What follows belongs to an exercise in optimizing a design on an open flow for a short achievable clock period and few clock cycles; a production flow would make more cautious choices. The RTL was checked by simulation tests, not by an equivalence proof against the original design.

## flow/run.sh

```bash
#!/bin/bash
# synth_recipe.tcl (not shown) runs the flow's synth.tcl, then flattens the netlist and writes it again
# the make line also repeats each setting of config.mk as NAME=value (left out here)
make -C /OpenROAD-flow-scripts/flow DESIGN_CONFIG=/design/flow/config.mk WORK_HOME=/design/flow/orfs CLKGATE_MAP_FILE= SYNTH_SCRIPT=/design/flow/synth_recipe.tcl finish
```

## flow/config.mk

```make
export PLATFORM = sky130hd
export DESIGN_NAME = nc_cpu_top
export DESIGN_NICKNAME = nc_cpu_top
export VERILOG_FILES = /design/flow/design.v
export SDC_FILE = /design/flow/constraint.sdc
export NUM_CORES = 4
export LEC_CHECK = 0
export CAP_MARGIN = 20
export CORE_MARGIN = 2
export CORE_UTILIZATION = 40
export PLACE_DENSITY = 0.6
export SLEW_MARGIN = 20
```

## flow/constraint.sdc

```tcl
create_clock -name core_clock -period 11.0 [get_ports {clk}]
set_input_delay 2.2000 -clock core_clock [delete_from_list [all_inputs] [get_ports {clk}]]
set_output_delay 2.2000 -clock core_clock [all_outputs]
set_load 0.01 [all_outputs]
```

## flow/design.v

```verilog
package cpu_pkg;
    typedef logic [15:0] word_t;
    typedef logic [7:0]  bank_t;
    typedef logic [23:0] addr_t;    
    typedef logic [2:0]  reg_idx_t;
    typedef enum logic [3:0] {
        OP_NOP     = 4'h0,
        OP_MOV     = 4'h1,
        OP_ADD     = 4'h2,
        OP_SUB     = 4'h3,
        OP_AND     = 4'h4,
        OP_OR      = 4'h5,
        OP_XOR     = 4'h6,
        OP_CMP     = 4'h7,
        OP_MOVI    = 4'h8,
        OP_MUL     = 4'h9,
        OP_JMPI    = 4'hA,
        OP_JMP     = 4'hB,
        OP_BRANCH  = 4'hC,
        OP_LOAD    = 4'hD,
        OP_STORE   = 4'hE,
        OP_SPECIAL = 4'hF
    } opcode_t;
    typedef struct packed {
        opcode_t    opcode;
        reg_idx_t   rd;
        reg_idx_t   rs;
        reg_idx_t   rt;
        logic [2:0] func;    
    } instr_r_t;
    typedef struct packed {
        opcode_t    opcode;
        logic [2:0] sel;     
        logic [8:0] imm;
    } instr_i_t;
    typedef union packed {
        instr_r_t r;
        instr_i_t i;
    } instr_u;
    typedef enum logic [2:0] {
        ALU_ADD, ALU_SUB, ALU_AND, ALU_OR, ALU_XOR, ALU_MUL, ALU_PASS
    } alu_op_t;
    localparam int FLAG_Z = 0;
    localparam int FLAG_N = 1;
    localparam int FLAG_C = 2;
    localparam int FLAG_V = 3;
    localparam logic [2:0] COND_EQ = 3'd0;
    localparam logic [2:0] COND_NE = 3'd1;
    localparam logic [2:0] COND_CS = 3'd2;
    localparam logic [2:0] COND_CC = 3'd3;
    localparam logic [2:0] COND_MI = 3'd4;
    localparam logic [2:0] COND_PL = 3'd5;
    localparam logic [2:0] COND_VS = 3'd6;
    localparam logic [2:0] COND_VC = 3'd7;
    localparam logic [2:0] FUNC_MOV_RR       = 3'd0;    
    localparam logic [2:0] FUNC_MOV_TO_DBR   = 3'd2;    
    localparam logic [2:0] FUNC_MOV_FROM_DBR = 3'd3;    
    localparam logic [2:0] FUNC_HALT         = 3'd6;
endpackage
`timescale 1ns/1ps
module alu (
    input  cpu_pkg::alu_op_t op,
    input  cpu_pkg::word_t   a,
    input  cpu_pkg::word_t   b,
    output cpu_pkg::word_t   result,
    output logic             carry,
    output logic             overflow
);
    always_comb begin
        result   = '0;
        carry    = 1'b0;
        overflow = 1'b0;
        case (op)
            cpu_pkg::ALU_ADD: begin
                {carry, result} = {1'b0, a} + {1'b0, b};
                overflow = (a[15] == b[15]) && (result[15] != a[15]);
            end
            cpu_pkg::ALU_SUB: begin
                {carry, result} = {1'b0, a} - {1'b0, b};    
                overflow = (a[15] != b[15]) && (result[15] != a[15]);
            end
            cpu_pkg::ALU_AND:  result = a & b;
            cpu_pkg::ALU_OR:   result = a | b;
            cpu_pkg::ALU_XOR:  result = a ^ b;
            cpu_pkg::ALU_MUL:  result = a * b;      
            cpu_pkg::ALU_PASS: result = b;
            default:           result = b;
        endcase
    end
endmodule
`timescale 1ns/1ps
module fetch_unit #(
    parameter cpu_pkg::bank_t RESET_BANK   = 8'h01,
    parameter cpu_pkg::word_t RESET_OFFSET = 16'h8000
) (
    input  logic            clk,
    input  logic            reset_n,
    output logic            f_valid,
    output cpu_pkg::addr_t  f_addr,
    input  logic            f_ready,
    input  cpu_pkg::word_t  f_rdata,
    output logic            instr_valid,
    output cpu_pkg::instr_u instr,
    output cpu_pkg::word_t  instr_pc,
    input  logic            instr_ready,
    input  logic            redirect,
    input  cpu_pkg::word_t  redirect_offset
);
    logic            busy, stale, buf_valid;
    cpu_pkg::word_t  req_offset, fetch_pc, buf_pc, issue_offset;
    cpu_pkg::instr_u fetched, buf_instr;
    logic            accept, done, room, keep, fetched_halt, issue;
    assign fetched      = f_rdata;
    assign accept       = buf_valid && instr_ready;
    assign done         = busy && f_ready;
    assign room         = !buf_valid || accept;    
    assign keep         = done && !stale && !redirect && room;
    assign fetched_halt = (fetched.r.opcode == cpu_pkg::OP_SPECIAL) &&
                          (fetched.r.func == cpu_pkg::FUNC_HALT);
    assign issue        = (!busy || done) && room && !(keep && fetched_halt);
    assign issue_offset = redirect ? redirect_offset : fetch_pc;
    assign f_valid     = busy;
    assign f_addr      = {RESET_BANK, req_offset};
    assign instr_valid = buf_valid;
    assign instr       = buf_instr;
    assign instr_pc    = buf_pc;
    always_ff @(posedge clk or negedge reset_n) begin
        if (!reset_n) begin
            busy       <= 1'b0;
            stale      <= 1'b0;
            buf_valid  <= 1'b0;
            req_offset <= RESET_OFFSET;
            fetch_pc   <= RESET_OFFSET;
        end else begin
            if (issue) begin
                busy       <= 1'b1;
                req_offset <= issue_offset;
                fetch_pc   <= issue_offset + 16'd2;
            end else begin
                if (done)
                    busy <= 1'b0;
                if (redirect)
                    fetch_pc <= redirect_offset;
                else if (done && !stale && !room)
                    fetch_pc <= req_offset;    
            end
            if (redirect && busy && !done)
                stale <= 1'b1;                 
            else if (done)
                stale <= 1'b0;
            if (keep)
                buf_valid <= 1'b1;
            else if (accept || redirect)
                buf_valid <= 1'b0;
        end
    end
    always_ff @(posedge clk) begin
        if (keep) begin
            buf_instr <= fetched;
            buf_pc    <= req_offset;
        end
    end
endmodule
`timescale 1ns/1ps
module load_store_unit (
    input  logic           clk,
    input  logic           reset_n,
    input  logic           ls_valid,
    input  logic           ls_we,
    input  cpu_pkg::addr_t ls_addr,
    input  cpu_pkg::word_t ls_wdata,
    output logic           ls_ready,
    output logic           ls_done,
    output cpu_pkg::word_t ls_rdata,
    output logic           d_valid,
    output logic           d_we,
    output cpu_pkg::addr_t d_addr,
    output cpu_pkg::word_t d_wdata,
    input  logic           d_ready,
    input  cpu_pkg::word_t d_rdata
);
    logic busy;
    assign ls_ready = !busy;
    assign d_valid  = busy;
    always_ff @(posedge clk or negedge reset_n) begin
        if (!reset_n) begin
            busy    <= 1'b0;
            ls_done <= 1'b0;
        end else begin
            ls_done <= busy && d_ready;        
            if (ls_valid && ls_ready)
                busy <= 1'b1;
            else if (d_ready)
                busy <= 1'b0;
        end
    end
    always_ff @(posedge clk) begin
        if (ls_valid && ls_ready) begin
            d_we    <= ls_we;
            d_addr  <= ls_addr;
            d_wdata <= ls_wdata;
        end
        if (busy && d_ready && !d_we)
            ls_rdata <= d_rdata;
    end
endmodule
`timescale 1ns/1ps
module mem_arbiter (
    input  logic           clk,
    input  logic           reset_n,
    input  logic           f_valid,
    input  cpu_pkg::addr_t f_addr,
    output logic           f_ready,
    output cpu_pkg::word_t f_rdata,
    input  logic           d_valid,
    input  logic           d_we,
    input  cpu_pkg::addr_t d_addr,
    input  cpu_pkg::word_t d_wdata,
    output logic           d_ready,
    output cpu_pkg::word_t d_rdata,
    output logic           mem_valid,
    output logic           mem_we,
    output cpu_pkg::addr_t mem_addr,
    output cpu_pkg::word_t mem_wdata,
    input  logic           mem_ready,
    input  cpu_pkg::word_t mem_rdata
);
    logic lock_valid, lock_data;
    logic owner_data;    
    assign owner_data = lock_valid ? lock_data : d_valid;
    assign mem_valid = owner_data ? d_valid : f_valid;
    assign mem_we    = owner_data && d_we;    
    assign mem_addr  = owner_data ? d_addr : f_addr;
    assign mem_wdata = d_wdata;
    assign f_ready = !owner_data && mem_ready;
    assign d_ready = owner_data && mem_ready;
    assign f_rdata = owner_data ? '0 : mem_rdata;
    assign d_rdata = owner_data ? mem_rdata : '0;
    always_ff @(posedge clk or negedge reset_n) begin
        if (!reset_n) begin
            lock_valid <= 1'b0;
            lock_data  <= 1'b0;
        end else begin
            lock_valid <= mem_valid && !mem_ready;    
            if (mem_valid && !mem_ready)
                lock_data <= owner_data;
        end
    end
endmodule
`timescale 1ns/1ps
module exec_core #(
    parameter cpu_pkg::bank_t RESET_DATA_BANK = 8'h00
) (
    input  logic            clk,
    input  logic            reset_n,
    input  logic            instr_valid,
    input  cpu_pkg::instr_u instr,
    input  cpu_pkg::word_t  instr_pc,
    output logic            instr_ready,
    output logic            redirect,
    output cpu_pkg::word_t  redirect_offset,
    output logic            ls_valid,
    output logic            ls_we,
    output cpu_pkg::addr_t  ls_addr,
    output cpu_pkg::word_t  ls_wdata,
    input  logic            ls_ready,
    input  logic            ls_done,
    input  cpu_pkg::word_t  ls_rdata,
    output logic            halted
);
    cpu_pkg::word_t    regs [8];
    logic [3:0]        flags;
    cpu_pkg::bank_t    dbr;
    logic              ls_wait;    
    cpu_pkg::opcode_t  op;
    cpu_pkg::word_t    rs_val, rt_val, rd_val, imm_se;
    cpu_pkg::word_t    alu_b, alu_result;
    cpu_pkg::alu_op_t  alu_op;
    cpu_pkg::reg_idx_t wr_idx;
    logic              alu_carry, alu_overflow, cond_true, is_halt, mem_op, fire;
    logic              wr_en, set_zn, set_cv, dbr_wr, jump;
    assign op     = instr.r.opcode;
    assign rs_val = regs[instr.r.rs];
    assign rt_val = regs[instr.r.rt];
    assign rd_val = regs[instr.r.rd];
    assign imm_se = {{7{instr.i.imm[8]}}, instr.i.imm};
    assign wr_idx = (op == cpu_pkg::OP_MOVI) ? instr.i.sel : instr.r.rd;
    assign is_halt = (op == cpu_pkg::OP_SPECIAL) && (instr.r.func == cpu_pkg::FUNC_HALT);
    assign mem_op  = (op == cpu_pkg::OP_LOAD) || (op == cpu_pkg::OP_STORE);
    assign instr_ready = !halted && (mem_op ? ls_done : !is_halt);
    assign fire        = instr_valid && instr_ready;
    assign redirect    = fire && jump;
    assign ls_valid = instr_valid && mem_op && !ls_wait;
    assign ls_we    = (op == cpu_pkg::OP_STORE);
    assign ls_addr  = {dbr, rs_val};
    assign ls_wdata = rd_val;
    always_comb begin
        cond_true = 1'b0;
        case (instr.i.sel)
            cpu_pkg::COND_EQ: cond_true =  flags[cpu_pkg::FLAG_Z];
            cpu_pkg::COND_NE: cond_true = !flags[cpu_pkg::FLAG_Z];
            cpu_pkg::COND_CS: cond_true =  flags[cpu_pkg::FLAG_C];
            cpu_pkg::COND_CC: cond_true = !flags[cpu_pkg::FLAG_C];
            cpu_pkg::COND_MI: cond_true =  flags[cpu_pkg::FLAG_N];
            cpu_pkg::COND_PL: cond_true = !flags[cpu_pkg::FLAG_N];
            cpu_pkg::COND_VS: cond_true =  flags[cpu_pkg::FLAG_V];
            cpu_pkg::COND_VC: cond_true = !flags[cpu_pkg::FLAG_V];
            default: cond_true = 1'b0;
        endcase
    end
    always_comb begin
        alu_op          = cpu_pkg::ALU_PASS;
        alu_b           = rt_val;
        wr_en           = 1'b0;
        set_zn          = 1'b0;
        set_cv          = 1'b0;
        dbr_wr          = 1'b0;
        jump            = 1'b0;
        redirect_offset = instr_pc + 16'd2;
        case (op)
            cpu_pkg::OP_ADD: begin alu_op = cpu_pkg::ALU_ADD; wr_en = 1'b1; set_cv = 1'b1; end
            cpu_pkg::OP_SUB: begin alu_op = cpu_pkg::ALU_SUB; wr_en = 1'b1; set_cv = 1'b1; end
            cpu_pkg::OP_CMP: begin alu_op = cpu_pkg::ALU_SUB; set_zn = 1'b1; set_cv = 1'b1; end
            cpu_pkg::OP_AND: begin alu_op = cpu_pkg::ALU_AND; wr_en = 1'b1; end
            cpu_pkg::OP_OR:  begin alu_op = cpu_pkg::ALU_OR;  wr_en = 1'b1; end
            cpu_pkg::OP_XOR: begin alu_op = cpu_pkg::ALU_XOR; wr_en = 1'b1; end
            cpu_pkg::OP_MUL: begin alu_op = cpu_pkg::ALU_MUL; wr_en = 1'b1; end
            cpu_pkg::OP_MOVI: begin alu_b = imm_se; wr_en = 1'b1; end
            cpu_pkg::OP_LOAD: begin alu_b = ls_rdata; wr_en = 1'b1; end
            cpu_pkg::OP_MOV: begin
                case (instr.r.func)
                    cpu_pkg::FUNC_MOV_RR:       begin alu_b = rs_val; wr_en = 1'b1; end
                    cpu_pkg::FUNC_MOV_FROM_DBR: begin alu_b = {8'h00, dbr}; wr_en = 1'b1; end
                    cpu_pkg::FUNC_MOV_TO_DBR:   dbr_wr = 1'b1;
                    default: ;                   
                endcase
            end
            cpu_pkg::OP_JMPI: begin
                jump            = 1'b1;
                redirect_offset = {instr_pc[15:9], instr.i.imm};    
            end
            cpu_pkg::OP_JMP: begin
                jump            = 1'b1;
                redirect_offset = rs_val;
            end
            cpu_pkg::OP_BRANCH: begin
                jump            = cond_true;
                redirect_offset = instr_pc + 16'd2 + imm_se;
            end
            default: ;                           
        endcase
        if (wr_en)
            set_zn = 1'b1;
    end
    alu i_alu (
        .op       (alu_op),
        .a        (rs_val),
        .b        (alu_b),
        .result   (alu_result),
        .carry    (alu_carry),
        .overflow (alu_overflow)
    );
    always_ff @(posedge clk or negedge reset_n) begin
        if (!reset_n) begin
            for (int i = 0; i < 8; i++)
                regs[i] <= '0;
            flags   <= '0;
            dbr     <= RESET_DATA_BANK;
            ls_wait <= 1'b0;
            halted  <= 1'b0;
        end else begin
            if (ls_valid && ls_ready)
                ls_wait <= 1'b1;
            else if (ls_done)
                ls_wait <= 1'b0;
            if (instr_valid && is_halt)
                halted <= 1'b1;
            if (fire) begin
                if (wr_en)
                    regs[wr_idx] <= alu_result;
                if (set_zn) begin
                    flags[cpu_pkg::FLAG_Z] <= (alu_result == 16'd0);
                    flags[cpu_pkg::FLAG_N] <= alu_result[15];
                end
                if (set_cv) begin
                    flags[cpu_pkg::FLAG_C] <= alu_carry;
                    flags[cpu_pkg::FLAG_V] <= alu_overflow;
                end
                if (dbr_wr)
                    dbr <= rs_val[7:0];
            end
        end
    end
endmodule
`timescale 1ns/1ps
module nc_cpu_top #(
    parameter cpu_pkg::bank_t RESET_BANK      = 8'h01,
    parameter cpu_pkg::word_t RESET_OFFSET    = 16'h8000,
    parameter cpu_pkg::bank_t RESET_DATA_BANK = 8'h00
) (
    input  logic           clk,
    input  logic           reset_n,
    output logic           mem_valid,
    output logic           mem_we,
    output cpu_pkg::addr_t mem_addr,
    output cpu_pkg::word_t mem_wdata,
    input  logic           mem_ready,
    input  cpu_pkg::word_t mem_rdata,
    output logic           halted
);
    logic           f_valid, f_ready;
    cpu_pkg::addr_t f_addr;
    cpu_pkg::word_t f_rdata;
    logic           d_valid, d_we, d_ready;
    cpu_pkg::addr_t d_addr;
    cpu_pkg::word_t d_wdata, d_rdata;
    logic            instr_valid, instr_ready;
    cpu_pkg::instr_u instr;
    cpu_pkg::word_t  instr_pc;
    logic            redirect;
    cpu_pkg::word_t  redirect_offset;
    logic           ls_valid, ls_we, ls_ready, ls_done;
    cpu_pkg::addr_t ls_addr;
    cpu_pkg::word_t ls_wdata, ls_rdata;
    fetch_unit #(
        .RESET_BANK   (RESET_BANK),
        .RESET_OFFSET (RESET_OFFSET)
    ) i_fetch (.*);
    exec_core #(
        .RESET_DATA_BANK (RESET_DATA_BANK)
    ) i_exec (.*);
    load_store_unit i_lsu (.*);
    mem_arbiter i_arb (.*);
endmodule
```

==> notes.md <==
==> per-stage QoR <==
step | setup WS, ns
3_3_place_gp | 1.80
5_1_grt | 0.895
3_5_place_dp | 1.60
6_report | 1.41
2_1_floorplan | 2.69
4_1_cts | 1.59
==> routing by layer <==
layer	vias up	GRT usage, %	routed length [um]	share of wire, %
met5	-	0	12	0.015
met4	2	10.4	3490	4.5
met3	200	4.94	7320	9.3
met2	1013	42.0	34400	44
met1	9359	37.9	33100	42
li1	8382	-	-	-
==> state kept, by name, summed over array words and instances, names as in the netlist <==
register / cells
i_fetch.buf_pc: 16
i_lsu.d_wdata: 16
i_lsu.d_we: 1
i_fetch.req_offset: 16
i_fetch.fetch_pc: 16
i_fetch.busy: 1
i_exec.regs: 128
i_lsu.ls_rdata: 16
i_exec.dbr: 8
i_exec.halted: 1
i_fetch.buf_valid: 1
i_fetch.stale: 1
i_lsu.d_addr: 24
i_lsu.busy: 1
i_fetch.buf_instr: 16
i_exec.ls_wait: 1
i_lsu.ls_done: 1
i_exec.flags: 4
i_arb.lock_valid: 1
i_arb.lock_data: 1
==> cell usage in the layout (no fill, tap or decap), types with 83 or more instances in the layout <==
cell type,netlist,routed
sky130_fd_sc_hd__dfrtp_1,179,179
sky130_fd_sc_hd__fa_1,83,83
sky130_fd_sc_hd__ha_1,115,115
sky130_fd_sc_hd__nor2_1,232,231
sky130_fd_sc_hd__a21oi_1,133,132
sky130_fd_sc_hd__o21ai_0,112,112
sky130_fd_sc_hd__nand2_1,212,210
sky130_fd_sc_hd__edfxtp_1,89,89
sky130_fd_sc_hd__inv_1,197,197
sky130_fd_sc_hd__mux2_2,158,158
==> cell families (layout without fill, tap and decap cells) <==
family,after synthesis,count (layout),share of synthesized area (%)
compound gates,541,541,16.8
xor+xnor,74,74,3.25
fa+ha+maj,198,198,14.0
buf+inv,336,385,6.35
flops,270,270,32.6
mux,236,236,12.6
simple gates,689,689,14.4
==> layout make-up <==
| cell class | count | area, um2 |
|---|---|---|
| fillers | 5258 | 30300 |
| well taps | 704 | 881 |
| repair buffers | 126 | 1130 |
| flip-flops and latches | 270 | 7200 |
| clock buffers | 42 | 880 |
| clock inverters | 13 | 174 |
| inverters | 204 | 772 |
| multi-input cells | 1738 | 13600 |
==> critical path, cell delays in order, from the launching register on <==
cell and delay, ns:
sky130_fd_sc_hd__edfxtp_1 0.64, sky130_fd_sc_hd__nor2b_1 0.76, sky130_fd_sc_hd__a221oi_1 0.24, sky130_fd_sc_hd__o22ai_2 0.62, sky130_fd_sc_hd__inv_2 0.38, sky130_fd_sc_hd__a221oi_1 0.39, sky130_fd_sc_hd__buf_4 0.29, sky130_fd_sc_hd__inv_1 0.11
sky130_fd_sc_hd__ha_1 0.26, sky130_fd_sc_hd__inv_1 0.20, sky130_fd_sc_hd__fa_1 0.47, sky130_fd_sc_hd__fa_1 0.42, sky130_fd_sc_hd__fa_1 0.52, sky130_fd_sc_hd__fa_1 0.54, sky130_fd_sc_hd__inv_1 0.05, sky130_fd_sc_hd__fa_1 0.47
sky130_fd_sc_hd__inv_1 0.05, sky130_fd_sc_hd__fa_1 0.51, sky130_fd_sc_hd__inv_1 0.05, sky130_fd_sc_hd__ha_1 0.32, sky130_fd_sc_hd__a21oi_1 0.18, sky130_fd_sc_hd__o21ai_0 0.19, sky130_fd_sc_hd__or4b_2 0.64, sky130_fd_sc_hd__nand4_1 0.13
sky130_fd_sc_hd__a21oi_1 0.06, sky130_fd_sc_hd__a21oi_1 0.62, sky130_fd_sc_hd__or4_1 0.23, sky130_fd_sc_hd__o32ai_1 0.07
==> worst max path at each step <==
stage	start	end	slack (ns)	cells past startpoint
after floorplan	i_fetch.buf_instr[15]	i_lsu.d_addr[0]	2.69	4
after global placement	i_fetch.buf_instr[8]	i_exec.regs[5][14]	1.80	28
after detailed placement	i_fetch.buf_instr[7]	i_exec.flags[0]	1.60	28
after CTS	i_fetch.buf_instr[7]	i_exec.flags[0]	1.59	28
after global routing	i_fetch.buf_instr[7]	i_exec.flags[0]	0.89	29
final	i_fetch.buf_instr[8]	i_exec.flags[0]	1.41	27
==> flow_summary.rst <==
.. list-table::
   :header-rows: 1

   * - Metric
     - Value
   * - Wire length per cell
     - 25.3 um
   * - Kind of start point of the critical path
     - register
   * - Antenna Nets Post-Route
     - 0
   * - DP Wirelength
     - 57200 um
   * - Status
     - timing/DRC/antenna clean
   * - Clock tree root buffer cell
     - sky130_fd_sc_hd__clkbuf_16
   * - Final Hold Slack
     - between 0.4 and 0.5 ns
   * - Source-to-sink clock delay at the later pin of the worst-skew pair
     - 0.60 ns
   * - Congestion Overflow GR
     - 0
   * - Number of hold buffers added after cts
     - 0
   * - Final Instance Count excl. Fillers
     - between 3000 and 4000
   * - Setup Total Neg Slack
     - 0 ns
   * - Number of detailed-route iterations in the first pass
     - 6
   * - Logic depth of the worst register-to-register path
     - 27
   * - Number of failing setup endpoints in the final timing report
     - 0
   * - Number of global-route vias before repair
     - 18700
   * - Fin. Hold Viols
     - 0
   * - Worst endpoint data arrival time
     - roughly 10 ns
   * - Peak Freq
     - approximately 100 MHz
   * - Final slew viol count
     - 0
   * - Full die area
     - 57200 um2
   * - Number of enable flip-flop cells after synthesis
     - 89
   * - Depth of the CTS H-tree
     - 1
   * - Post-DR vias/cell
     - a little over 6
   * - Core area
     - 54900 um2
   * - Synth-to-layout area growth
     - 11.3%
   * - Most repeated cell in the gate-level netlist after synthesis
     - sky130_fd_sc_hd__nor2_1
   * - DIE HEIGHT
     - about 240 um
   * - Placed standard-cell area
     - 23500 um2
   * - Share of synthesized area occupied by flip-flops and latches
     - between 30 and 40%
   * - Fraction of the cycle the final worst path needs
     - around 87%
   * - Number of max-capacitance violations reported
     - 0
   * - Global-route total usage across every layer
     - 27.2%
   * - Seq cells post-synth
     - 270
   * - Clock slew seen by the registers of the worst setup and hold paths
     - 0.07 ns
   * - Dominant register cell in the synthesized netlist
     - sky130_fd_sc_hd__dfrtp_1
   * - Total nets after synthesis
     - 2561
   * - TritonCTS clock tree
     - yes
   * - Starting DRT DRC Count
     - 2446
   * - Die width
     - approximately 240 um
   * - Initial Utilization
     - about two fifths
   * - Via total after detailed routing
     - ~19000
   * - Hold depth
     - 2
   * - Residual DRC count
     - 0
   * - Post-Synthesis Mean Instance Area
     - 9.43 um2
   * - ANT cells
     - 0
   * - Post-route clock skew
     - 0.0288 ns
   * - Routability congestion estimate
     - 1.02
   * - Gate Count Post-Synth
     - 2344
   * - Final min period
     - 9.59 ns
   * - Site Rows
     - 86
   * - Cell types with the largest area share after synthesis
     - sky130_fd_sc_hd__dfrtp_1 20%, sky130_fd_sc_hd__edfxtp_1 12%, sky130_fd_sc_hd__mux2_2 8.0%, sky130_fd_sc_hd__fa_1 7.5%, sky130_fd_sc_hd__ha_1 6.5%
   * - Slew of the pin with the lowest slew margin
     - around 1.1 ns
   * - Type of the tightest min-delay check
     - register to register
   * - Share of synthesized registers carrying an async set or reset
     - 67.0%
   * - Most numerous cell types in the synthesized netlist
     - 232 x sky130_fd_sc_hd__nor2_1, 212 x sky130_fd_sc_hd__nand2_1, 197 x sky130_fd_sc_hd__inv_1, 179 x sky130_fd_sc_hd__dfrtp_1, 158 x sky130_fd_sc_hd__mux2_2
   * - # clock sinks
     - 270
   * - Initial antenna violation count
     - 4
   * - Warnings from Yosys
     - 6
   * - Library cell occupying the most area in the post-synthesis netlist
     - sky130_fd_sc_hd__dfrtp_1
   * - Mapped cell area
     - 22100 um2
   * - IO Port Bufs
     - 61
   * - WP data required
     - 11.44 ns
   * - Post-synth top area share
     - 20.3%
   * - Post-Place Cells
     - 3039
   * - Share of post-route cells with drive strength above 1
     - 13.7%
   * - Peak fanout along the critical path
     - 18
   * - Start point of the worst hold path
     - i_fetch.req_offset[15]
   * - Clock buffers created by TritonCTS
     - 30
   * - Pin count of the biggest net entering global routing
     - 103
   * - Slack of the worst reg-to-reg path
     - 1.41 ns
   * - Max transition margin
     - 23.7%
   * - Synth unique cells
     - 101
   * - First-pass GRT wire length
     - ~120000 um
   * - I/O pin cnt
     - 62
   * - Beginning of the worst register-to-register path
     - i_fetch.buf_instr[8]
   * - Crit path capture type
     - register
   * - RSZ-0062 raised after global routing
     - no
   * - Endpoint of the lowest-slack register-to-register path
     - i_exec.flags[0]
   * - Post-Layout Inst Area
     - 24600 um2
   * - Layout Utilization
     - 44.8%
   * - Total length of routed wires
     - 78300 um
   * - Number of nets in the final layout
     - 2587
   * - Post-cts gate resize count
     - 0
   * - WS Path Type
     - register to register
   * - Hold Path Sink
     - i_fetch.req_offset[15]
   * - Maximum clock path buffer count
     - 3
   * - Post-CTS Setup Inserts
     - 0
Testbench counts, summed over its fixed seeds: cycles 108,901.

[port drivers added, routing unchanged]
The results above use ideal ports. As a check the final layout listed here was re-extracted and re-timed, cells and wires unchanged. Step 1 (the two cells are an assumption about what drives the block):
set clk [get_ports {clk}]
set_driving_cell -lib_cell sky130_fd_sc_hd__clkbuf_16 $clk
set_driving_cell -lib_cell sky130_fd_sc_hd__buf_2 [delete_from_list [all_inputs] $clk]
Step 2 adds t to the input delays and takes it off the output delays; t is the mean of the earliest and latest rising clock arrival at the registers after step 1. Input paths then give back, and output paths get back, about the clock's delay inside the block. Three values: no drivers, after step 1, after step 2; two values: the first two.
shift t [ns]: 0.635
setup WS [ns]: 1.413 / 1.413 / 1.413
worst setup path after step 2: register to register
latest minus earliest clock arrival (ns): 0.029 / 0.028
After both steps setup and hold are still met in this run. The setup slack of this run moves by 0.000 ns with the drivers and by 0.000 ns with both steps.
